This design comes from an exercise in tuning for small area on the open sky130 flow, not from production work.
At most, simulation tests tie the RTL to the original design; equivalence was not proved.
Function not checked in run 1: the RTL went through the layout flow alone.

==> flow/design.v (outline; a module is shown in full before it is edited, if it fits) <==
// module tnr_front: 601 lines
// module tnr_step: 99 lines
// module tnr_step_small: 44 lines
// module tnr_mix: 225 lines
// module tnr_blend_top: 106 lines
module tnr_blend_top (
    input  logic        clk,
    input  logic        reset,
    input  logic        in_valid,
    input  logic [11:0] cur,
    input  logic [11:0] prev,
    input  logic [8:0]  blend_th0,
    input  logic [8:0]  blend_th1,
    output logic        out_valid,
    output logic [11:0] out_pixel
);
  // ...
==> flow/flow/run.sh <==
#!/bin/bash
# The standard layout (standard.sh, all steps) with one change: the
# buffer placed on every input and output port is the smallest buffer,
# sky130_fd_sc_hd__buf_1, instead of the default clkdlybuf4s50_1.
# All tool output goes to standard.log in this folder; ORFS keeps its own
# per-step logs under orfs/logs/.
export BUFFER_PORTS_ARGS="-buffer_cell sky130_fd_sc_hd__buf_1"
bash standard.sh > standard.log 2>&1
status=$?
tail -n 30 standard.log
exit $status
==> flow/standard.sh <==
#!/bin/bash
# synth_recipe.tcl (not shown) runs the flow's synth.tcl, then flattens the netlist and writes it again
# the make line also repeats each setting of config.mk as NAME=value (left out here)
make -C /OpenROAD-flow-scripts/flow DESIGN_CONFIG=/design/flow/config.mk WORK_HOME=/design/flow/orfs CLKGATE_MAP_FILE= SYNTH_SCRIPT=/design/flow/synth_recipe.tcl "${@:-finish}"
==> flow/config.mk <==
export PLATFORM = sky130hd
export DESIGN_NAME = tnr_blend_top
export DESIGN_NICKNAME = tnr_blend_top
export VERILOG_FILES = /design/flow/design.v
export SDC_FILE = /design/flow/constraint.sdc
export NUM_CORES = 4
export LEC_CHECK = 0
export CAP_MARGIN = 20
export CORE_MARGIN = 2
export CORE_UTILIZATION = 60
export CTS_BUF_LIST = sky130_fd_sc_hd__clkbuf_8
export GPL_TIMING_DRIVEN = 0
export SLEW_MARGIN = 20
export SYNTH_HIERARCHICAL = 1
==> flow/constraint.sdc <==
create_clock -name core_clock -period 5.0 [get_ports {clk}]
set_input_delay 1.0000 -clock core_clock [delete_from_list [all_inputs] [get_ports {clk}]]
set_output_delay 1.0000 -clock core_clock [all_outputs]
set_load 0.01 [all_outputs]
==> flow_metrics.py, run 1 <==
metrics = {
    "placement": {
        "io_buffers": 57,
        "pre_cts_ws_ns": -0.628,
        "postPlaceCellArea_mm2": 0.0118,
    },
    "detailed_routing": {
        "vias_per_cell": 5.36,
        "drtIter0Drc": 329,
        "route.met2.wl_um": 10300,
    },
    "outcome": {
        "status": "finished clean",
    },
    "worst_setup_path": {
        "path_cells": "maj3_2, o211ai_2, a211oi_2, o21a_4, nor2_4, xor2_2, o22a_1, o211ai_4, a211oi_2, o21a_4, nor2_2, xor2_2, a31oi_1, nor2_1, maj3_2, o21a_4, nor2_4, xor2_2, o22a_1, o211ai_2, a211oi_2, o21a_4, inv_1",
        "rr_endpoint": "c8_q[0]",
        "crit_fanout": 8,
        "r2r_slack_ns": 0.17,
    },
    "layout": {
        "num-nonclk-buffers": 99,
        "sh_seq_area_pct": 20.7,
        "layout.cells.most_common": "inv_1",
        "regArea_mm2": 0.00265,
        "final_cells": 1591,
    },
    "timing": {
        "fin_tns_setup_ns": 0,
        "worst_pin_slew_ns": 0.707,
        "finalMaxSlewViolations": 0,
        "period_needed_ns": 4.83,
    },
    "clock_tree": {
        "path_clk_slew_ns": 0.08,
        "clock_latency_ns": 0.44,
        "cts_hold_buf": 0,
    },
    "floorplan": {
        "fp-row-count": 50,
    },
}
==> module tnr_mix, before the edit <==
module tnr_mix (
    input  logic [7:0]  q,
    input  logic [9:0]  tm,
    input  logic [11:0] base,
    output logic [11:0] o
);
    wire pp_0_0 = q[0] & tm[0];
    wire pp_0_1 = q[0] & tm[1];
    wire pp_0_2 = q[0] & tm[2];
    wire pp_0_3 = q[0] & tm[3];
    wire pp_0_4 = q[0] & tm[4];
    wire pp_0_5 = q[0] & tm[5];
    wire pp_0_6 = q[0] & tm[6];
    wire pp_0_7 = q[0] & tm[7];
    wire pp_0_8 = q[0] & tm[8];
    wire ppn_0 = ~(q[0] & tm[9]);
    wire pp_1_0 = q[1] & tm[0];
    wire pp_1_1 = q[1] & tm[1];
    wire pp_1_2 = q[1] & tm[2];
    wire pp_1_3 = q[1] & tm[3];
    wire pp_1_4 = q[1] & tm[4];
    wire pp_1_5 = q[1] & tm[5];
    wire pp_1_6 = q[1] & tm[6];
    wire pp_1_7 = q[1] & tm[7];
    wire pp_1_8 = q[1] & tm[8];
    wire ppn_1 = ~(q[1] & tm[9]);
    wire pp_2_0 = q[2] & tm[0];
    wire pp_2_1 = q[2] & tm[1];
    wire pp_2_2 = q[2] & tm[2];
    wire pp_2_3 = q[2] & tm[3];
    wire pp_2_4 = q[2] & tm[4];
    wire pp_2_5 = q[2] & tm[5];
    wire pp_2_6 = q[2] & tm[6];
    wire pp_2_7 = q[2] & tm[7];
    wire pp_2_8 = q[2] & tm[8];
    wire ppn_2 = ~(q[2] & tm[9]);
    wire pp_3_0 = q[3] & tm[0];
    wire pp_3_1 = q[3] & tm[1];
    wire pp_3_2 = q[3] & tm[2];
    wire pp_3_3 = q[3] & tm[3];
    wire pp_3_4 = q[3] & tm[4];
    wire pp_3_5 = q[3] & tm[5];
    wire pp_3_6 = q[3] & tm[6];
    wire pp_3_7 = q[3] & tm[7];
    wire pp_3_8 = q[3] & tm[8];
    wire ppn_3 = ~(q[3] & tm[9]);
    wire pp_4_0 = q[4] & tm[0];
    wire pp_4_1 = q[4] & tm[1];
    wire pp_4_2 = q[4] & tm[2];
    wire pp_4_3 = q[4] & tm[3];
    wire pp_4_4 = q[4] & tm[4];
    wire pp_4_5 = q[4] & tm[5];
    wire pp_4_6 = q[4] & tm[6];
    wire pp_4_7 = q[4] & tm[7];
    wire pp_4_8 = q[4] & tm[8];
    wire ppn_4 = ~(q[4] & tm[9]);
    wire pp_5_0 = q[5] & tm[0];
    wire pp_5_1 = q[5] & tm[1];
    wire pp_5_2 = q[5] & tm[2];
    wire pp_5_3 = q[5] & tm[3];
    wire pp_5_4 = q[5] & tm[4];
    wire pp_5_5 = q[5] & tm[5];
    wire pp_5_6 = q[5] & tm[6];
    wire pp_5_7 = q[5] & tm[7];
    wire pp_5_8 = q[5] & tm[8];
    wire ppn_5 = ~(q[5] & tm[9]);
    wire pp_6_0 = q[6] & tm[0];
    wire pp_6_1 = q[6] & tm[1];
    wire pp_6_2 = q[6] & tm[2];
    wire pp_6_3 = q[6] & tm[3];
    wire pp_6_4 = q[6] & tm[4];
    wire pp_6_5 = q[6] & tm[5];
    wire pp_6_6 = q[6] & tm[6];
    wire pp_6_7 = q[6] & tm[7];
    wire pp_6_8 = q[6] & tm[8];
    wire ppn_6 = ~(q[6] & tm[9]);
    wire pp_7_0 = q[7] & tm[0];
    wire pp_7_1 = q[7] & tm[1];
    wire pp_7_2 = q[7] & tm[2];
    wire pp_7_3 = q[7] & tm[3];
    wire pp_7_4 = q[7] & tm[4];
    wire pp_7_5 = q[7] & tm[5];
    wire pp_7_6 = q[7] & tm[6];
    wire pp_7_7 = q[7] & tm[7];
    wire pp_7_8 = q[7] & tm[8];
    wire ppn_7 = ~(q[7] & tm[9]);
    wire fb_1, fb_2;
    assign {fb_2, fb_1} = {1'b0, ppn_0} + {1'b0, pp_1_8};
    wire fb_3, fb_4;
    assign {fb_4, fb_3} = {1'b0, pp_0_6} + {1'b0, pp_1_5};
    wire fb_5, fb_6;
    assign {fb_6, fb_5} = {1'b0, pp_0_7} + {1'b0, pp_1_6} + {1'b0, pp_2_5};
    wire fb_7, fb_8;
    assign {fb_8, fb_7} = {1'b0, pp_3_4} + {1'b0, pp_4_3} + {1'b0, pp_5_2};
    wire fb_9, fb_10;
    assign {fb_10, fb_9} = {1'b0, pp_0_8} + {1'b0, pp_1_7} + {1'b0, pp_2_6};
    wire fb_11, fb_12;
    assign {fb_12, fb_11} = {1'b0, pp_3_5} + {1'b0, pp_4_4} + {1'b0, pp_5_3};
    wire fb_13, fb_14;
    assign {fb_14, fb_13} = {1'b0, pp_6_2} + {1'b0, pp_7_1};
    wire fb_15, fb_16;
    assign {fb_16, fb_15} = {1'b0, pp_2_7} + {1'b0, pp_3_6} + {1'b0, pp_4_5};
    wire fb_17, fb_18;
    assign {fb_18, fb_17} = {1'b0, pp_5_4} + {1'b0, pp_6_3} + {1'b0, pp_7_2};
    wire fb_19, fb_20;
    assign {fb_20, fb_19} = {1'b0, base[1]} + {1'b0, 1'b1} + {1'b0, fb_1};
    wire fb_21, fb_22;
    assign {fb_22, fb_21} = {1'b0, ppn_1} + {1'b0, pp_2_8} + {1'b0, pp_3_7};
    wire fb_23, fb_24;
    assign {fb_24, fb_23} = {1'b0, pp_4_6} + {1'b0, pp_5_5} + {1'b0, pp_6_4};
    wire fb_25, fb_26;
    assign {fb_26, fb_25} = {1'b0, pp_7_3} + {1'b0, base[2]} + {1'b0, fb_2};
    wire fb_27, fb_28;
    assign {fb_28, fb_27} = {1'b0, ppn_2} + {1'b0, pp_3_8} + {1'b0, pp_4_7};
    wire fb_29, fb_30;
    assign {fb_30, fb_29} = {1'b0, pp_5_6} + {1'b0, pp_6_5} + {1'b0, pp_7_4};
    wire fb_31, fb_32;
    assign {fb_32, fb_31} = {1'b0, ppn_3} + {1'b0, pp_4_8} + {1'b0, pp_5_7};
    wire fb_33, fb_34;
    assign {fb_34, fb_33} = {1'b0, pp_0_4} + {1'b0, pp_1_3};
    wire fb_35, fb_36;
    assign {fb_36, fb_35} = {1'b0, pp_0_5} + {1'b0, pp_1_4} + {1'b0, pp_2_3};
    wire fb_37, fb_38;
    assign {fb_38, fb_37} = {1'b0, pp_3_2} + {1'b0, pp_4_1};
    wire fb_39, fb_40;
    assign {fb_40, fb_39} = {1'b0, pp_2_4} + {1'b0, pp_3_3} + {1'b0, pp_4_2};
    wire fb_41, fb_42;
    assign {fb_42, fb_41} = {1'b0, pp_5_1} + {1'b0, pp_6_0} + {1'b0, fb_3};
    wire fb_43, fb_44;
    assign {fb_44, fb_43} = {1'b0, pp_6_1} + {1'b0, pp_7_0} + {1'b0, 1'b1};
    wire fb_45, fb_46;
    assign {fb_46, fb_45} = {1'b0, fb_4} + {1'b0, fb_5} + {1'b0, fb_7};
    wire fb_47, fb_48;
    assign {fb_48, fb_47} = {1'b0, base[0]} + {1'b0, fb_6} + {1'b0, fb_8};
    wire fb_49, fb_50;
    assign {fb_50, fb_49} = {1'b0, fb_9} + {1'b0, fb_11} + {1'b0, fb_13};
    wire fb_51, fb_52;
    assign {fb_52, fb_51} = {1'b0, fb_10} + {1'b0, fb_12} + {1'b0, fb_14};
    wire fb_53, fb_54;
    assign {fb_54, fb_53} = {1'b0, fb_15} + {1'b0, fb_17} + {1'b0, fb_19};
    wire fb_55, fb_56;
    assign {fb_56, fb_55} = {1'b0, fb_16} + {1'b0, fb_18} + {1'b0, fb_20};
    wire fb_57, fb_58;
    assign {fb_58, fb_57} = {1'b0, fb_21} + {1'b0, fb_23} + {1'b0, fb_25};
    wire fb_59, fb_60;
    assign {fb_60, fb_59} = {1'b0, base[3]} + {1'b0, fb_22} + {1'b0, fb_24};
    wire fb_61, fb_62;
    assign {fb_62, fb_61} = {1'b0, fb_26} + {1'b0, fb_27} + {1'b0, fb_29};
    wire fb_63, fb_64;
    assign {fb_64, fb_63} = {1'b0, pp_6_6} + {1'b0, pp_7_5} + {1'b0, base[4]};
    wire fb_65, fb_66;
    assign {fb_66, fb_65} = {1'b0, fb_28} + {1'b0, fb_30} + {1'b0, fb_31};
    wire fb_67, fb_68;
    assign {fb_68, fb_67} = {1'b0, ppn_4} + {1'b0, pp_5_8} + {1'b0, pp_6_7};
    wire fb_69, fb_70;
    assign {fb_70, fb_69} = {1'b0, pp_7_6} + {1'b0, base[5]} + {1'b0, fb_32};
    wire fb_71, fb_72;
    assign {fb_72, fb_71} = {1'b0, ppn_5} + {1'b0, pp_6_8} + {1'b0, pp_7_7};
    wire fb_73, fb_74;
    assign {fb_74, fb_73} = {1'b0, pp_0_3} + {1'b0, pp_1_2};
    wire fb_75, fb_76;
    assign {fb_76, fb_75} = {1'b0, pp_2_2} + {1'b0, pp_3_1} + {1'b0, pp_4_0};
    wire fb_77, fb_78;
    assign {fb_78, fb_77} = {1'b0, pp_5_0} + {1'b0, fb_34} + {1'b0, fb_35};
    wire fb_79, fb_80;
    assign {fb_80, fb_79} = {1'b0, fb_36} + {1'b0, fb_38} + {1'b0, fb_39};
    wire fb_81, fb_82;
    assign {fb_82, fb_81} = {1'b0, fb_40} + {1'b0, fb_42} + {1'b0, fb_43};
    wire fb_83, fb_84;
    assign {fb_84, fb_83} = {1'b0, fb_44} + {1'b0, fb_46} + {1'b0, fb_47};
    wire fb_85, fb_86;
    assign {fb_86, fb_85} = {1'b0, fb_48} + {1'b0, fb_50} + {1'b0, fb_51};
    wire fb_87, fb_88;
    assign {fb_88, fb_87} = {1'b0, fb_52} + {1'b0, fb_54} + {1'b0, fb_55};
    wire fb_89, fb_90;
    assign {fb_90, fb_89} = {1'b0, fb_56} + {1'b0, fb_58} + {1'b0, fb_59};
    wire fb_91, fb_92;
    assign {fb_92, fb_91} = {1'b0, fb_60} + {1'b0, fb_62} + {1'b0, fb_63};
    wire fb_93, fb_94;
    assign {fb_94, fb_93} = {1'b0, fb_64} + {1'b0, fb_66} + {1'b0, fb_67};
    wire fb_95, fb_96;
    assign {fb_96, fb_95} = {1'b0, base[6]} + {1'b0, fb_68} + {1'b0, fb_70};
    wire fb_97, fb_98;
    assign {fb_98, fb_97} = {1'b0, ppn_6} + {1'b0, pp_7_8} + {1'b0, base[7]};
    wire fb_99, fb_100;
    assign {fb_100, fb_99} = {1'b0, pp_0_2} + {1'b0, pp_1_1};
    wire fb_101, fb_102;
    assign {fb_102, fb_101} = {1'b0, pp_2_1} + {1'b0, pp_3_0} + {1'b0, fb_73};
    wire fb_103, fb_104;
    assign {fb_104, fb_103} = {1'b0, fb_33} + {1'b0, fb_74} + {1'b0, fb_75};
    wire fb_105, fb_106;
    assign {fb_106, fb_105} = {1'b0, fb_37} + {1'b0, fb_76} + {1'b0, fb_77};
    wire fb_107, fb_108;
    assign {fb_108, fb_107} = {1'b0, fb_41} + {1'b0, fb_78} + {1'b0, fb_79};
    wire fb_109, fb_110;
    assign {fb_110, fb_109} = {1'b0, fb_45} + {1'b0, fb_80} + {1'b0, fb_81};
    wire fb_111, fb_112;
    assign {fb_112, fb_111} = {1'b0, fb_49} + {1'b0, fb_82} + {1'b0, fb_83};
    wire fb_113, fb_114;
    assign {fb_114, fb_113} = {1'b0, fb_53} + {1'b0, fb_84} + {1'b0, fb_85};
    wire fb_115, fb_116;
    assign {fb_116, fb_115} = {1'b0, fb_57} + {1'b0, fb_86} + {1'b0, fb_87};
    wire fb_117, fb_118;
    assign {fb_118, fb_117} = {1'b0, fb_61} + {1'b0, fb_88} + {1'b0, fb_89};
    wire fb_119, fb_120;
    assign {fb_120, fb_119} = {1'b0, fb_65} + {1'b0, fb_90} + {1'b0, fb_91};
    wire fb_121, fb_122;
    assign {fb_122, fb_121} = {1'b0, fb_69} + {1'b0, fb_92} + {1'b0, fb_93};
    wire fb_123, fb_124;
    assign {fb_124, fb_123} = {1'b0, fb_71} + {1'b0, fb_94} + {1'b0, fb_95};
    wire fb_125, fb_126;
    assign {fb_126, fb_125} = {1'b0, fb_72} + {1'b0, fb_96} + {1'b0, fb_97};
    wire fb_127, fb_128;
    assign {fb_128, fb_127} = {1'b0, ppn_7} + {1'b0, base[8]} + {1'b0, fb_98};
    wire fb_129, fb_130;
    assign {fb_130, fb_129} = {1'b0, base[9]} + {1'b0, 1'b1};
    wire fb_131, fb_132;
    assign {fb_132, fb_131} = {1'b0, base[10]} + {1'b0, 1'b1};
    wire fb_133, fb_134;
    assign {fb_134, fb_133} = {1'b0, base[11]} + {1'b0, 1'b1};
    wire [19:0] fb_ra = {fb_132, fb_130, fb_128, fb_126, fb_124, fb_122, fb_120, fb_118, fb_116, fb_114, fb_112, fb_110, fb_108, fb_106, fb_104, fb_102, fb_100, pp_2_0, pp_0_1, pp_0_0};
    wire [19:0] fb_rb = {fb_133, fb_131, fb_129, fb_127, fb_125, fb_123, fb_121, fb_119, fb_117, fb_115, fb_113, fb_111, fb_109, fb_107, fb_105, fb_103, fb_101, fb_99, pp_1_0, 1'b0};
    wire [19:0] fb_y = fb_ra + fb_rb;
    assign o = fb_y[19:8];
endmodule
==> run 2, diff against run 1 <==
--- a/flow/design.v
+++ b/flow/design.v
@@ -831,144 +831,163 @@
     wire pp_7_8 = q[7] & tm[8];
     wire ppn_7 = ~(q[7] & tm[9]);
     wire fb_1, fb_2;
-    assign {fb_2, fb_1} = {1'b0, ppn_0} + {1'b0, pp_1_8};
+    tnr_ha i_fb_1 (.a(ppn_0), .b(pp_1_8), .s(fb_1), .co(fb_2));
     wire fb_3, fb_4;
-    assign {fb_4, fb_3} = {1'b0, pp_0_6} + {1'b0, pp_1_5};
+    tnr_ha i_fb_3 (.a(pp_0_6), .b(pp_1_5), .s(fb_3), .co(fb_4));
     wire fb_5, fb_6;
-    assign {fb_6, fb_5} = {1'b0, pp_0_7} + {1'b0, pp_1_6} + {1'b0, pp_2_5};
+    tnr_fa i_fb_5 (.a(pp_0_7), .b(pp_1_6), .c(pp_2_5), .s(fb_5), .co(fb_6));
     wire fb_7, fb_8;
-    assign {fb_8, fb_7} = {1'b0, pp_3_4} + {1'b0, pp_4_3} + {1'b0, pp_5_2};
+    tnr_fa i_fb_7 (.a(pp_3_4), .b(pp_4_3), .c(pp_5_2), .s(fb_7), .co(fb_8));
     wire fb_9, fb_10;
-    assign {fb_10, fb_9} = {1'b0, pp_0_8} + {1'b0, pp_1_7} + {1'b0, pp_2_6};
+    tnr_fa i_fb_9 (.a(pp_0_8), .b(pp_1_7), .c(pp_2_6), .s(fb_9), .co(fb_10));
     wire fb_11, fb_12;
-    assign {fb_12, fb_11} = {1'b0, pp_3_5} + {1'b0, pp_4_4} + {1'b0, pp_5_3};
+    tnr_fa i_fb_11 (.a(pp_3_5), .b(pp_4_4), .c(pp_5_3), .s(fb_11), .co(fb_12));
     wire fb_13, fb_14;
-    assign {fb_14, fb_13} = {1'b0, pp_6_2} + {1'b0, pp_7_1};
+    tnr_ha i_fb_13 (.a(pp_6_2), .b(pp_7_1), .s(fb_13), .co(fb_14));
     wire fb_15, fb_16;
-    assign {fb_16, fb_15} = {1'b0, pp_2_7} + {1'b0, pp_3_6} + {1'b0, pp_4_5};
+    tnr_fa i_fb_15 (.a(pp_2_7), .b(pp_3_6), .c(pp_4_5), .s(fb_15), .co(fb_16));
     wire fb_17, fb_18;
-    assign {fb_18, fb_17} = {1'b0, pp_5_4} + {1'b0, pp_6_3} + {1'b0, pp_7_2};
+    tnr_fa i_fb_17 (.a(pp_5_4), .b(pp_6_3), .c(pp_7_2), .s(fb_17), .co(fb_18));
     wire fb_19, fb_20;
-    assign {fb_20, fb_19} = {1'b0, base[1]} + {1'b0, 1'b1} + {1'b0, fb_1};
+    tnr_fa i_fb_19 (.a(base[1]), .b(1'b1), .c(fb_1), .s(fb_19), .co(fb_20));
     wire fb_21, fb_22;
-    assign {fb_22, fb_21} = {1'b0, ppn_1} + {1'b0, pp_2_8} + {1'b0, pp_3_7};
+    tnr_fa i_fb_21 (.a(ppn_1), .b(pp_2_8), .c(pp_3_7), .s(fb_21), .co(fb_22));
     wire fb_23, fb_24;
-    assign {fb_24, fb_23} = {1'b0, pp_4_6} + {1'b0, pp_5_5} + {1'b0, pp_6_4};
+    tnr_fa i_fb_23 (.a(pp_4_6), .b(pp_5_5), .c(pp_6_4), .s(fb_23), .co(fb_24));
     wire fb_25, fb_26;
-    assign {fb_26, fb_25} = {1'b0, pp_7_3} + {1'b0, base[2]} + {1'b0, fb_2};
+    tnr_fa i_fb_25 (.a(pp_7_3), .b(base[2]), .c(fb_2), .s(fb_25), .co(fb_26));
     wire fb_27, fb_28;
-    assign {fb_28, fb_27} = {1'b0, ppn_2} + {1'b0, pp_3_8} + {1'b0, pp_4_7};
+    tnr_fa i_fb_27 (.a(ppn_2), .b(pp_3_8), .c(pp_4_7), .s(fb_27), .co(fb_28));
     wire fb_29, fb_30;
-    assign {fb_30, fb_29} = {1'b0, pp_5_6} + {1'b0, pp_6_5} + {1'b0, pp_7_4};
+    tnr_fa i_fb_29 (.a(pp_5_6), .b(pp_6_5), .c(pp_7_4), .s(fb_29), .co(fb_30));
     wire fb_31, fb_32;
-    assign {fb_32, fb_31} = {1'b0, ppn_3} + {1'b0, pp_4_8} + {1'b0, pp_5_7};
+    tnr_fa i_fb_31 (.a(ppn_3), .b(pp_4_8), .c(pp_5_7), .s(fb_31), .co(fb_32));
     wire fb_33, fb_34;
-    assign {fb_34, fb_33} = {1'b0, pp_0_4} + {1'b0, pp_1_3};
+    tnr_ha i_fb_33 (.a(pp_0_4), .b(pp_1_3), .s(fb_33), .co(fb_34));
     wire fb_35, fb_36;
-    assign {fb_36, fb_35} = {1'b0, pp_0_5} + {1'b0, pp_1_4} + {1'b0, pp_2_3};
+    tnr_fa i_fb_35 (.a(pp_0_5), .b(pp_1_4), .c(pp_2_3), .s(fb_35), .co(fb_36));
     wire fb_37, fb_38;
-    assign {fb_38, fb_37} = {1'b0, pp_3_2} + {1'b0, pp_4_1};
+    tnr_ha i_fb_37 (.a(pp_3_2), .b(pp_4_1), .s(fb_37), .co(fb_38));
     wire fb_39, fb_40;
-    assign {fb_40, fb_39} = {1'b0, pp_2_4} + {1'b0, pp_3_3} + {1'b0, pp_4_2};
+    tnr_fa i_fb_39 (.a(pp_2_4), .b(pp_3_3), .c(pp_4_2), .s(fb_39), .co(fb_40));
     wire fb_41, fb_42;
-    assign {fb_42, fb_41} = {1'b0, pp_5_1} + {1'b0, pp_6_0} + {1'b0, fb_3};
+    tnr_fa i_fb_41 (.a(pp_5_1), .b(pp_6_0), .c(fb_3), .s(fb_41), .co(fb_42));
     wire fb_43, fb_44;
-    assign {fb_44, fb_43} = {1'b0, pp_6_1} + {1'b0, pp_7_0} + {1'b0, 1'b1};
+    tnr_fa i_fb_43 (.a(pp_6_1), .b(pp_7_0), .c(1'b1), .s(fb_43), .co(fb_44));
     wire fb_45, fb_46;
-    assign {fb_46, fb_45} = {1'b0, fb_4} + {1'b0, fb_5} + {1'b0, fb_7};
+    tnr_fa i_fb_45 (.a(fb_4), .b(fb_5), .c(fb_7), .s(fb_45), .co(fb_46));
     wire fb_47, fb_48;
-    assign {fb_48, fb_47} = {1'b0, base[0]} + {1'b0, fb_6} + {1'b0, fb_8};
+    tnr_fa i_fb_47 (.a(base[0]), .b(fb_6), .c(fb_8), .s(fb_47), .co(fb_48));
     wire fb_49, fb_50;
-    assign {fb_50, fb_49} = {1'b0, fb_9} + {1'b0, fb_11} + {1'b0, fb_13};
+    tnr_fa i_fb_49 (.a(fb_9), .b(fb_11), .c(fb_13), .s(fb_49), .co(fb_50));
     wire fb_51, fb_52;
-    assign {fb_52, fb_51} = {1'b0, fb_10} + {1'b0, fb_12} + {1'b0, fb_14};
+    tnr_fa i_fb_51 (.a(fb_10), .b(fb_12), .c(fb_14), .s(fb_51), .co(fb_52));
     wire fb_53, fb_54;
-    assign {fb_54, fb_53} = {1'b0, fb_15} + {1'b0, fb_17} + {1'b0, fb_19};
+    tnr_fa i_fb_53 (.a(fb_15), .b(fb_17), .c(fb_19), .s(fb_53), .co(fb_54));
     wire fb_55, fb_56;
-    assign {fb_56, fb_55} = {1'b0, fb_16} + {1'b0, fb_18} + {1'b0, fb_20};
+    tnr_fa i_fb_55 (.a(fb_16), .b(fb_18), .c(fb_20), .s(fb_55), .co(fb_56));
     wire fb_57, fb_58;
-    assign {fb_58, fb_57} = {1'b0, fb_21} + {1'b0, fb_23} + {1'b0, fb_25};
+    tnr_fa i_fb_57 (.a(fb_21), .b(fb_23), .c(fb_25), .s(fb_57), .co(fb_58));
     wire fb_59, fb_60;
-    assign {fb_60, fb_59} = {1'b0, base[3]} + {1'b0, fb_22} + {1'b0, fb_24};
+    tnr_fa i_fb_59 (.a(base[3]), .b(fb_22), .c(fb_24), .s(fb_59), .co(fb_60));
     wire fb_61, fb_62;
-    assign {fb_62, fb_61} = {1'b0, fb_26} + {1'b0, fb_27} + {1'b0, fb_29};
+    tnr_fa i_fb_61 (.a(fb_26), .b(fb_27), .c(fb_29), .s(fb_61), .co(fb_62));
     wire fb_63, fb_64;
-    assign {fb_64, fb_63} = {1'b0, pp_6_6} + {1'b0, pp_7_5} + {1'b0, base[4]};
+    tnr_fa i_fb_63 (.a(pp_6_6), .b(pp_7_5), .c(base[4]), .s(fb_63), .co(fb_64));
     wire fb_65, fb_66;
-    assign {fb_66, fb_65} = {1'b0, fb_28} + {1'b0, fb_30} + {1'b0, fb_31};
+    tnr_fa i_fb_65 (.a(fb_28), .b(fb_30), .c(fb_31), .s(fb_65), .co(fb_66));
     wire fb_67, fb_68;
-    assign {fb_68, fb_67} = {1'b0, ppn_4} + {1'b0, pp_5_8} + {1'b0, pp_6_7};
+    tnr_fa i_fb_67 (.a(ppn_4), .b(pp_5_8), .c(pp_6_7), .s(fb_67), .co(fb_68));
     wire fb_69, fb_70;
-    assign {fb_70, fb_69} = {1'b0, pp_7_6} + {1'b0, base[5]} + {1'b0, fb_32};
+    tnr_fa i_fb_69 (.a(pp_7_6), .b(base[5]), .c(fb_32), .s(fb_69), .co(fb_70));
     wire fb_71, fb_72;
-    assign {fb_72, fb_71} = {1'b0, ppn_5} + {1'b0, pp_6_8} + {1'b0, pp_7_7};
+    tnr_fa i_fb_71 (.a(ppn_5), .b(pp_6_8), .c(pp_7_7), .s(fb_71), .co(fb_72));
     wire fb_73, fb_74;
-    assign {fb_74, fb_73} = {1'b0, pp_0_3} + {1'b0, pp_1_2};
+    tnr_ha i_fb_73 (.a(pp_0_3), .b(pp_1_2), .s(fb_73), .co(fb_74));
     wire fb_75, fb_76;
-    assign {fb_76, fb_75} = {1'b0, pp_2_2} + {1'b0, pp_3_1} + {1'b0, pp_4_0};
+    tnr_fa i_fb_75 (.a(pp_2_2), .b(pp_3_1), .c(pp_4_0), .s(fb_75), .co(fb_76));
     wire fb_77, fb_78;
-    assign {fb_78, fb_77} = {1'b0, pp_5_0} + {1'b0, fb_34} + {1'b0, fb_35};
+    tnr_fa i_fb_77 (.a(pp_5_0), .b(fb_34), .c(fb_35), .s(fb_77), .co(fb_78));
     wire fb_79, fb_80;
-    assign {fb_80, fb_79} = {1'b0, fb_36} + {1'b0, fb_38} + {1'b0, fb_39};
+    tnr_fa i_fb_79 (.a(fb_36), .b(fb_38), .c(fb_39), .s(fb_79), .co(fb_80));
     wire fb_81, fb_82;
-    assign {fb_82, fb_81} = {1'b0, fb_40} + {1'b0, fb_42} + {1'b0, fb_43};
+    tnr_fa i_fb_81 (.a(fb_40), .b(fb_42), .c(fb_43), .s(fb_81), .co(fb_82));
     wire fb_83, fb_84;
-    assign {fb_84, fb_83} = {1'b0, fb_44} + {1'b0, fb_46} + {1'b0, fb_47};
+    tnr_fa i_fb_83 (.a(fb_44), .b(fb_46), .c(fb_47), .s(fb_83), .co(fb_84));
     wire fb_85, fb_86;
-    assign {fb_86, fb_85} = {1'b0, fb_48} + {1'b0, fb_50} + {1'b0, fb_51};
+    tnr_fa i_fb_85 (.a(fb_48), .b(fb_50), .c(fb_51), .s(fb_85), .co(fb_86));
     wire fb_87, fb_88;
-    assign {fb_88, fb_87} = {1'b0, fb_52} + {1'b0, fb_54} + {1'b0, fb_55};
+    tnr_fa i_fb_87 (.a(fb_52), .b(fb_54), .c(fb_55), .s(fb_87), .co(fb_88));
     wire fb_89, fb_90;
-    assign {fb_90, fb_89} = {1'b0, fb_56} + {1'b0, fb_58} + {1'b0, fb_59};
+    tnr_fa i_fb_89 (.a(fb_56), .b(fb_58), .c(fb_59), .s(fb_89), .co(fb_90));
     wire fb_91, fb_92;
-    assign {fb_92, fb_91} = {1'b0, fb_60} + {1'b0, fb_62} + {1'b0, fb_63};
+    tnr_fa i_fb_91 (.a(fb_60), .b(fb_62), .c(fb_63), .s(fb_91), .co(fb_92));
     wire fb_93, fb_94;
-    assign {fb_94, fb_93} = {1'b0, fb_64} + {1'b0, fb_66} + {1'b0, fb_67};
+    tnr_fa i_fb_93 (.a(fb_64), .b(fb_66), .c(fb_67), .s(fb_93), .co(fb_94));
     wire fb_95, fb_96;
-    assign {fb_96, fb_95} = {1'b0, base[6]} + {1'b0, fb_68} + {1'b0, fb_70};
+    tnr_fa i_fb_95 (.a(base[6]), .b(fb_68), .c(fb_70), .s(fb_95), .co(fb_96));
     wire fb_97, fb_98;
-    assign {fb_98, fb_97} = {1'b0, ppn_6} + {1'b0, pp_7_8} + {1'b0, base[7]};
+    tnr_fa i_fb_97 (.a(ppn_6), .b(pp_7_8), .c(base[7]), .s(fb_97), .co(fb_98));
     wire fb_99, fb_100;
-    assign {fb_100, fb_99} = {1'b0, pp_0_2} + {1'b0, pp_1_1};
+    tnr_ha i_fb_99 (.a(pp_0_2), .b(pp_1_1), .s(fb_99), .co(fb_100));
     wire fb_101, fb_102;
-    assign {fb_102, fb_101} = {1'b0, pp_2_1} + {1'b0, pp_3_0} + {1'b0, fb_73};
+    tnr_fa i_fb_101 (.a(pp_2_1), .b(pp_3_0), .c(fb_73), .s(fb_101), .co(fb_102));
     wire fb_103, fb_104;
-    assign {fb_104, fb_103} = {1'b0, fb_33} + {1'b0, fb_74} + {1'b0, fb_75};
+    tnr_fa i_fb_103 (.a(fb_33), .b(fb_74), .c(fb_75), .s(fb_103), .co(fb_104));
     wire fb_105, fb_106;
-    assign {fb_106, fb_105} = {1'b0, fb_37} + {1'b0, fb_76} + {1'b0, fb_77};
+    tnr_fa i_fb_105 (.a(fb_37), .b(fb_76), .c(fb_77), .s(fb_105), .co(fb_106));
     wire fb_107, fb_108;
-    assign {fb_108, fb_107} = {1'b0, fb_41} + {1'b0, fb_78} + {1'b0, fb_79};
+    tnr_fa i_fb_107 (.a(fb_41), .b(fb_78), .c(fb_79), .s(fb_107), .co(fb_108));
     wire fb_109, fb_110;
-    assign {fb_110, fb_109} = {1'b0, fb_45} + {1'b0, fb_80} + {1'b0, fb_81};
+    tnr_fa i_fb_109 (.a(fb_45), .b(fb_80), .c(fb_81), .s(fb_109), .co(fb_110));
     wire fb_111, fb_112;
-    assign {fb_112, fb_111} = {1'b0, fb_49} + {1'b0, fb_82} + {1'b0, fb_83};
+    tnr_fa i_fb_111 (.a(fb_49), .b(fb_82), .c(fb_83), .s(fb_111), .co(fb_112));
     wire fb_113, fb_114;
-    assign {fb_114, fb_113} = {1'b0, fb_53} + {1'b0, fb_84} + {1'b0, fb_85};
+    tnr_fa i_fb_113 (.a(fb_53), .b(fb_84), .c(fb_85), .s(fb_113), .co(fb_114));
     wire fb_115, fb_116;
-    assign {fb_116, fb_115} = {1'b0, fb_57} + {1'b0, fb_86} + {1'b0, fb_87};
+    tnr_fa i_fb_115 (.a(fb_57), .b(fb_86), .c(fb_87), .s(fb_115), .co(fb_116));
     wire fb_117, fb_118;
-    assign {fb_118, fb_117} = {1'b0, fb_61} + {1'b0, fb_88} + {1'b0, fb_89};
+    tnr_fa i_fb_117 (.a(fb_61), .b(fb_88), .c(fb_89), .s(fb_117), .co(fb_118));
     wire fb_119, fb_120;
-    assign {fb_120, fb_119} = {1'b0, fb_65} + {1'b0, fb_90} + {1'b0, fb_91};
+    tnr_fa i_fb_119 (.a(fb_65), .b(fb_90), .c(fb_91), .s(fb_119), .co(fb_120));
     wire fb_121, fb_122;
-    assign {fb_122, fb_121} = {1'b0, fb_69} + {1'b0, fb_92} + {1'b0, fb_93};
+    tnr_fa i_fb_121 (.a(fb_69), .b(fb_92), .c(fb_93), .s(fb_121), .co(fb_122));
     wire fb_123, fb_124;
-    assign {fb_124, fb_123} = {1'b0, fb_71} + {1'b0, fb_94} + {1'b0, fb_95};
+    tnr_fa i_fb_123 (.a(fb_71), .b(fb_94), .c(fb_95), .s(fb_123), .co(fb_124));
     wire fb_125, fb_126;
-    assign {fb_126, fb_125} = {1'b0, fb_72} + {1'b0, fb_96} + {1'b0, fb_97};
+    tnr_fa i_fb_125 (.a(fb_72), .b(fb_96), .c(fb_97), .s(fb_125), .co(fb_126));
     wire fb_127, fb_128;
-    assign {fb_128, fb_127} = {1'b0, ppn_7} + {1'b0, base[8]} + {1'b0, fb_98};
+    tnr_fa i_fb_127 (.a(ppn_7), .b(base[8]), .c(fb_98), .s(fb_127), .co(fb_128));
     wire fb_129, fb_130;
-    assign {fb_130, fb_129} = {1'b0, base[9]} + {1'b0, 1'b1};
+    tnr_ha i_fb_129 (.a(base[9]), .b(1'b1), .s(fb_129), .co(fb_130));
     wire fb_131, fb_132;
-    assign {fb_132, fb_131} = {1'b0, base[10]} + {1'b0, 1'b1};
+    tnr_ha i_fb_131 (.a(base[10]), .b(1'b1), .s(fb_131), .co(fb_132));
     wire fb_133, fb_134;
-    assign {fb_134, fb_133} = {1'b0, base[11]} + {1'b0, 1'b1};
+    tnr_ha i_fb_133 (.a(base[11]), .b(1'b1), .s(fb_133), .co(fb_134));
     wire [19:0] fb_ra = {fb_132, fb_130, fb_128, fb_126, fb_124, fb_122, fb_120, fb_118, fb_116, fb_114, fb_112, fb_110, fb_108, fb_106, fb_104, fb_102, fb_100, pp_2_0, pp_0_1, pp_0_0};
     wire [19:0] fb_rb = {fb_133, fb_131, fb_129, fb_127, fb_125, fb_123, fb_121, fb_119, fb_117, fb_115, fb_113, fb_111, fb_109, fb_107, fb_105, fb_103, fb_101, fb_99, pp_1_0, 1'b0};
     wire [19:0] fb_y = fb_ra + fb_rb;
     assign o = fb_y[19:8];
 endmodule
+module tnr_fa (
+    input  logic a,
+    input  logic b,
+    input  logic c,
+    output logic s,
+    output logic co
+);
+    assign s  = a ^ b ^ c;
+    assign co = (a & b) | (a & c) | (b & c);
+endmodule
+module tnr_ha (
+    input  logic a,
+    input  logic b,
+    output logic s,
+    output logic co
+);
+    assign s  = a ^ b;
+    assign co = a & b;
+endmodule
 module tnr_blend_top (
     input  logic        clk,
     input  logic        reset,
==> run 2 against run 1 <==
  * Sequential cell count unchanged
  * Largest cell class unchanged
  * Register-to-register slack worse by 0.04 ns
  * Wire length down 1.9%
==> flow_metrics.py, run 2 <==
metrics = {
    "layout": {
        "drive_gt1_share_pct": 17.4,
        "final_cell_mix": "115 x dfxtp_1, 97 x nor2_1, 89 x fa_1, 83 x ha_1, 75 x and2_1",
        "layout.cells.most_common": "dfxtp_1",
        "finalCoreUtilization_pct": 69.5,
        "num_antenna_cells": 0,
        "synthToLayoutAreaGrowth_pct": 13.4,
        "design_area_mm2": 0.0125,
        "fin_nets": 1471,
    },
    "detailed_routing": {
        "drtIter0Drc": 307,
        "drt_wl_total_um": 21600,
        "antenna_left": 0,
        "vias": 8167,
        "drc": 0,
        "vias_per_cell": 5.46,
        "wl_per_cell_um": 14.4,
        "first_pass_iters": 5,
    },
    "grt": {
        "track_usage_pct": 22.6,
        "grt_start_max_net_pins": 24,
        "grt_antenna_before_repair": 0,
        "grt_pass1_vias": 7918,
        "grt_first_pass_wirelength_um": 36500,
        "grt_overflow": 0,
    },
    "floorplan": {
        "start_util_pct": 61.3,
        "fp-row-count": 49,
        "core_mm2": 0.0180,
        "die_width_um": 140,
        "die_area_mm2": 0.0195,
        "fp.dieH_um": 140,
        "io_pins": 58,
    },
    "clock_tree": {
        "htreeDepth": 4,
        "path_clk_slew_ns": 0.08,
        "clock_latency_ns": 0.43,
        "numClockSinks": 131,
        "cts_hold_buf": 0,
        "clock-root-buffer": "clkbuf_8",
        "cts_tree": "yes",
        "cts_buffers": 17,
        "clock_path_buffers": 2,
    },
    "worst_setup_path": {
        "cp.arrival_ns": 5.21,
        "worst_setup_path_end_kind": "register",
        "cp-start-kind": "register",
        "worst-setup-path-type": "register to register",
        "required_ns": 5.34,
        "crit_fanout": 8,
    },
    "placement": {
        "postPlaceCellArea_mm2": 0.0116,
        "gp_congestion": 0.855,
        "io_buffers": 57,
        "dp_hpwl_um": 17300,
    },
    "synthesis": {
        "syn_avg_cell_area_um2": 9.62,
        "ys.warnings.count": 7,
        "synth_area_mm2": 0.0110,
        "postSynthCellCount": 1149,
    },
    "timing": {
        "finalMaxSlewViolations": 0,
        "final.setup_skew_ns": 0.0158,
        "period_needed_ns": 4.87,
        "fin_hold_ws_ns": 0.327,
        "fmax_mhz": 205,
        "fin_tns_setup_ns": 0,
        "period_share_pct": 97.4,
        "slew_headroom_pct": 51.9,
        "worst_pin_slew_ns": 0.702,
        "finalHoldViolations": 0,
        "setup_viol": 0,
    },
    "outcome": {
        "status": "finished clean",
    },
    "job": {
        "maxCapViolations": 0,
    },
    "hold_path": {
        "min_path_type": "register to register",
    },
}
==> run 2: stage by stage <==
stage | setup slack, ns | std cells
2_1_floorplan | 0.315 | 1153
3_3_place_gp | -0.555 | 1439
3_5_place_dp | -0.633 | 1439
4_1_cts | -0.105 | 1471
5_1_grt | -0.0903 | 1496
6_report | 0.130 | 1496
==> run 2: worst max-delay path: stages (launching register included) <==
cell	delay (ns)
dfxtp_4	0.35
maj3_2	0.35
o211ai_2	0.25
a211oi_2	0.12
o21a_4	0.29
nor2_2	0.17
xor2_2	0.19
and2_1	0.21
o211ai_2	0.12
a211oi_2	0.26
o21a_4	0.25
nor2_4	0.06
xor2_2	0.19
buf_4	0.15
a31o_2	0.23
a21oi_4	0.16
a211oi_2	0.09
o21a_4	0.27
nor2_2	0.16
xor2_2	0.18
o22a_1	0.18
o211ai_2	0.09
a211oi_2	0.26
o21a_4	0.15
inv_1	0.03
==> run 2: timing repair <==
item,4_1_cts,5_1_grt
setup buffers,0,25
gates resized for setup,11,78
setup endpoints to repair,17,26
pin swaps,0,36
==> run 2: path summary, 6_finish.rpt <==
| check | startpoint | to | slack (ns) | cells after the start |
|---|---|---|---|---|
| worst max-delay path | c4_dv[0] | c8_q[0] | 0.13 | 24 |
| worst min-delay path | c4_q[3] | c8_q[7] | 0.33 | 0 |
| worst max register to register | c4_dv[0] | c8_q[0] | 0.13 | 24 |
| worst min register to register | c4_q[3] | c8_q[7] | 0.33 | 0 |
==> run 2: final cells by class <==
class,instances,area [um2]
Fill cell,1450,5500
Inverter,71,267
Timing Repair Buffer,82,403
Buffer,11,95.1
Sequential cell,131,2660
Multi-Input combinational cell,940,8380
Tap cell,229,287
Clock buffer,17,234
Clock inverter,15,195
==> run 2: metal layers <==
layer / GRT usage, % / wire length (um) / part of all wire, %
met4: 7.63 / 458 / 2.1
met5: 0 / 0 / 0
met2: 38.7 / 10600 / 49
met3: 3.27 / 682 / 3.2
met1: 29.4 / 9900 / 46
==> run 3, diff against run 2 <==
==> flow/flow/run.sh (replaced) <==
#!/bin/bash
# The standard layout (standard.sh, all steps) with two changes:
# - the buffer placed on every input and output port is the smallest buffer,
#   sky130_fd_sc_hd__buf_1, instead of the default clkdlybuf4s50_1;
# - clock tree synthesis does not add dummy load cells to the clock tree.
# All tool output goes to standard.log in this folder; ORFS keeps its own
# per-step logs under orfs/logs/.
export BUFFER_PORTS_ARGS="-buffer_cell sky130_fd_sc_hd__buf_1"
export CTS_ARGS="-sink_clustering_enable -repair_clock_nets -buf_list sky130_fd_sc_hd__clkbuf_8 -dont_use_dummy_load"
bash standard.sh > standard.log 2>&1
status=$?
tail -n 30 standard.log
exit $status
==> run 3 against run 2 <==
  * Critical path type unchanged
  * Global-route usage down 0.13 points
  * Cell area down 1.3%
  * Still clean
  * First-iteration DRC count down 0.98%
==> flow_metrics.py, run 3 <==
metrics = {
    "outcome": {
        "status": "finished clean",
    },
    "clock_tree": {
        "cts_buffers": 17,
        "clock_path_buffers": 2,
        "cts_tree": "yes",
        "clock_latency_ns": 0.42,
        "htreeDepth": 4,
        "numClockSinks": 131,
        "cts_hold_buf": 0,
        "clock-root-buffer": "clkbuf_8",
        "path_clk_slew_ns": 0.08,
    },
    "floorplan": {
        "start_util_pct": 61.3,
        "die_width_um": 140,
        "core_mm2": 0.0180,
        "fp-row-count": 49,
        "fp.dieH_um": 140,
        "die_area_mm2": 0.0195,
        "io_pins": 58,
    },
    "timing": {
        "final.setup_skew_ns": 0.0335,
        "fin_tns_setup_ns": 0,
        "fmax_mhz": 203,
        "period_share_pct": 98.4,
        "fin_hold_ws_ns": 0.299,
        "setup_viol": 0,
        "worst_pin_slew_ns": 0.701,
        "finalHoldViolations": 0,
        "slew_headroom_pct": 51.9,
        "period_needed_ns": 4.92,
        "finalMaxSlewViolations": 0,
    },
    "placement": {
        "io_buffers": 57,
        "dp_hpwl_um": 17300,
        "gp_congestion": 0.855,
        "dp_cells": 1439,
        "postPlaceCellArea_mm2": 0.0116,
    },
    "worst_setup_path": {
        "reg2regPathDepth": 24,
        "required_ns": 5.37,
        "cp.arrival_ns": 5.29,
        "rr_endpoint": "c8_q[0]",
        "worst-setup-path-type": "register to register",
        "worst_setup_path_end_kind": "register",
        "r2r_slack_ns": 0.08,
        "cp-start-kind": "register",
        "crit_path_top_delay_cell": "maj3_2",
        "r2r_start": "c4_dv[0]",
        "path_cells": "maj3_2, o211ai_2, a211oi_2, o21a_4, nor2_4, xor2_2, o22a_1, o211ai_2, a211oi_2, o21a_4, nor2_4, xor2_4, o22a_1, o211ai_2, a211oi_2, o21a_4, buf_4, nor2_2, xor2_1, or2_2, o211ai_2, a211oi_2, o21a_4, inv_1",
        "worst_path_largest_cell_delay_ns": 0.36,
        "crit_fanout": 8,
    },
    "layout": {
        "multiInputGateArea_mm2": 0.00840,
        "final_cells": 1484,
        "regArea_mm2": 0.00266,
        "num_antenna_cells": 0,
        "finalCoreUtilization_pct": 68.6,
        "n_fill_cell": 1489,
        "fin_nets": 1474,
        "layout.cells.most_common": "dfxtp_1",
        "final_cell_mix": "115 x dfxtp_1, 97 x nor2_1, 89 x fa_1, 83 x ha_1, 75 x and2_1",
        "drive_gt1_share_pct": 16.6,
        "synthToLayoutAreaGrowth_pct": 11.9,
        "design_area_mm2": 0.0124,
    },
    "detailed_routing": {
        "drt_wl_total_um": 21700,
        "first_pass_iters": 5,
        "vias": 8155,
        "wl_per_cell_um": 14.6,
        "vias_per_cell": 5.50,
        "drtIter0Drc": 304,
        "antenna_left": 0,
        "drc": 0,
    },
    "hold_path": {
        "min_path_type": "register to register",
        "min-delay-start": "c1_base[2]",
        "min_path_cells": 0,
        "min_to": "c4_base[2]",
    },
    "grt": {
        "grt_overflow": 0,
        "grt_antenna_before_repair": 0,
        "grt_start_max_net_pins": 24,
        "track_usage_pct": 22.5,
        "grt_pass1_vias": 7840,
        "grt_first_pass_wirelength_um": 36200,
    },
    "synthesis": {
        "synth_area_mm2": 0.0110,
        "ys.warnings.count": 7,
        "postSynthCellCount": 1149,
        "syn_avg_cell_area_um2": 9.62,
    },
    "job": {
        "maxCapViolations": 0,
    },
}
[run 3: how the worst max path moves through the flow]
| stage | from | to | slack, ns | cells after the start |
|---|---|---|---|---|
| after floorplan | c4_dv[3] | c8_q[0] | 0.31 | 23 |
| after global placement | cur[5] | c1_r[7] | -0.55 | 15 |
| after detailed placement | cur[0] | c1_r[7] | -0.63 | 17 |
| after CTS | c4_dv[1] | c8_q[0] | -0.11 | 23 |
| after global routing | c4_dv[0] | c8_q[0] | -0.11 | 23 |
| final | c4_dv[0] | c8_q[0] | 0.08 | 24 |
[run 3: cell type report]
cell class,count,area share [%]
inverter,71,2.16
clock buffer,17,1.89
tap,229,2.32
timing repair buffer,85,3.44
buffer,11,0.769
multi-input combinational,940,67.9
sequential,131,21.5
[run 3: metal layers]
layer | global-route usage, % | vias to the layer above | wire (um)
li1 | - | 4131 | -
met1 | 29.3 | 3875 | 10100
met4 | 7.21 | 0 | 437
met3 | 3.65 | 19 | 625
met2 | 38.3 | 130 | 10600
met5 | 0 | - | 0
[run 3: metrics by stage]
stage          worst slack (ns)
3_5_place_dp             -0.633
4_1_cts                  -0.109
5_1_grt                  -0.110
2_1_floorplan             0.315
3_3_place_gp             -0.555
6_report                 0.0778
[run 3: repair_timing]
item                                    in CTS  in global routing
setup buffers                                0                 28
resized for setup                           10                 79
endpoints found under the setup margin      16                 28
pin swaps                                    0                 40
[run 3: critical path, delay by kind of cell (launching register included)]
kind / cells / cell delay [ns]
buffers and inverters: 2 / 0.17
AOI/OAI and AO/OA: 14 / 2.80
xor gates and xnor gates: 3 / 0.64
DFF: 1 / 0.35
and+or+nand+nor: 4 / 0.54
adders and majority gates: 1 / 0.36

-- afterwards: timing with drivers on the ports --
The results above use ideal ports. As a check the final layouts listed here were re-extracted and re-timed, cells and wires unchanged. Step 1 (the two cells are an assumption about what drives the block):
set clk [get_ports {clk}]
set_driving_cell -lib_cell sky130_fd_sc_hd__clkbuf_16 $clk
set_driving_cell -lib_cell sky130_fd_sc_hd__buf_2 [delete_from_list [all_inputs] $clk]
Step 2 moves the port delays by t, midway between the first and last clock arrival at a register: inputs arrive t later, outputs are due t later. That takes back most of the time a late clock gives input paths. a / b / c = ideal ports / drivers / drivers and shift; a / b = the first two.
| run | t (ns) | setup slack, ns | hold slack, ns | worst data-port slew with drivers (ns) | cell pins on the clock port's net |
|---|---|---|---|---|---|
| run 1 | 0.473 | 0.170 / 0.170 / -0.203 | 0.319 / 0.319 / 0.319 | 0.04 | 1 |
| run 2 | 0.468 | 0.130 / 0.130 / -0.090 | 0.327 / 0.327 / 0.327 | 0.06 | 1 |
| run 3 | 0.449 | 0.078 / 0.078 / -0.109 | 0.299 / 0.299 / 0.299 | 0.06 | 1 |
With both steps, setup timing fails in every run listed, where it was met with ideal ports. For run 1, which loses most, drivers alone change the setup slack by 0.000 ns; drivers and shift together by -0.373 ns.
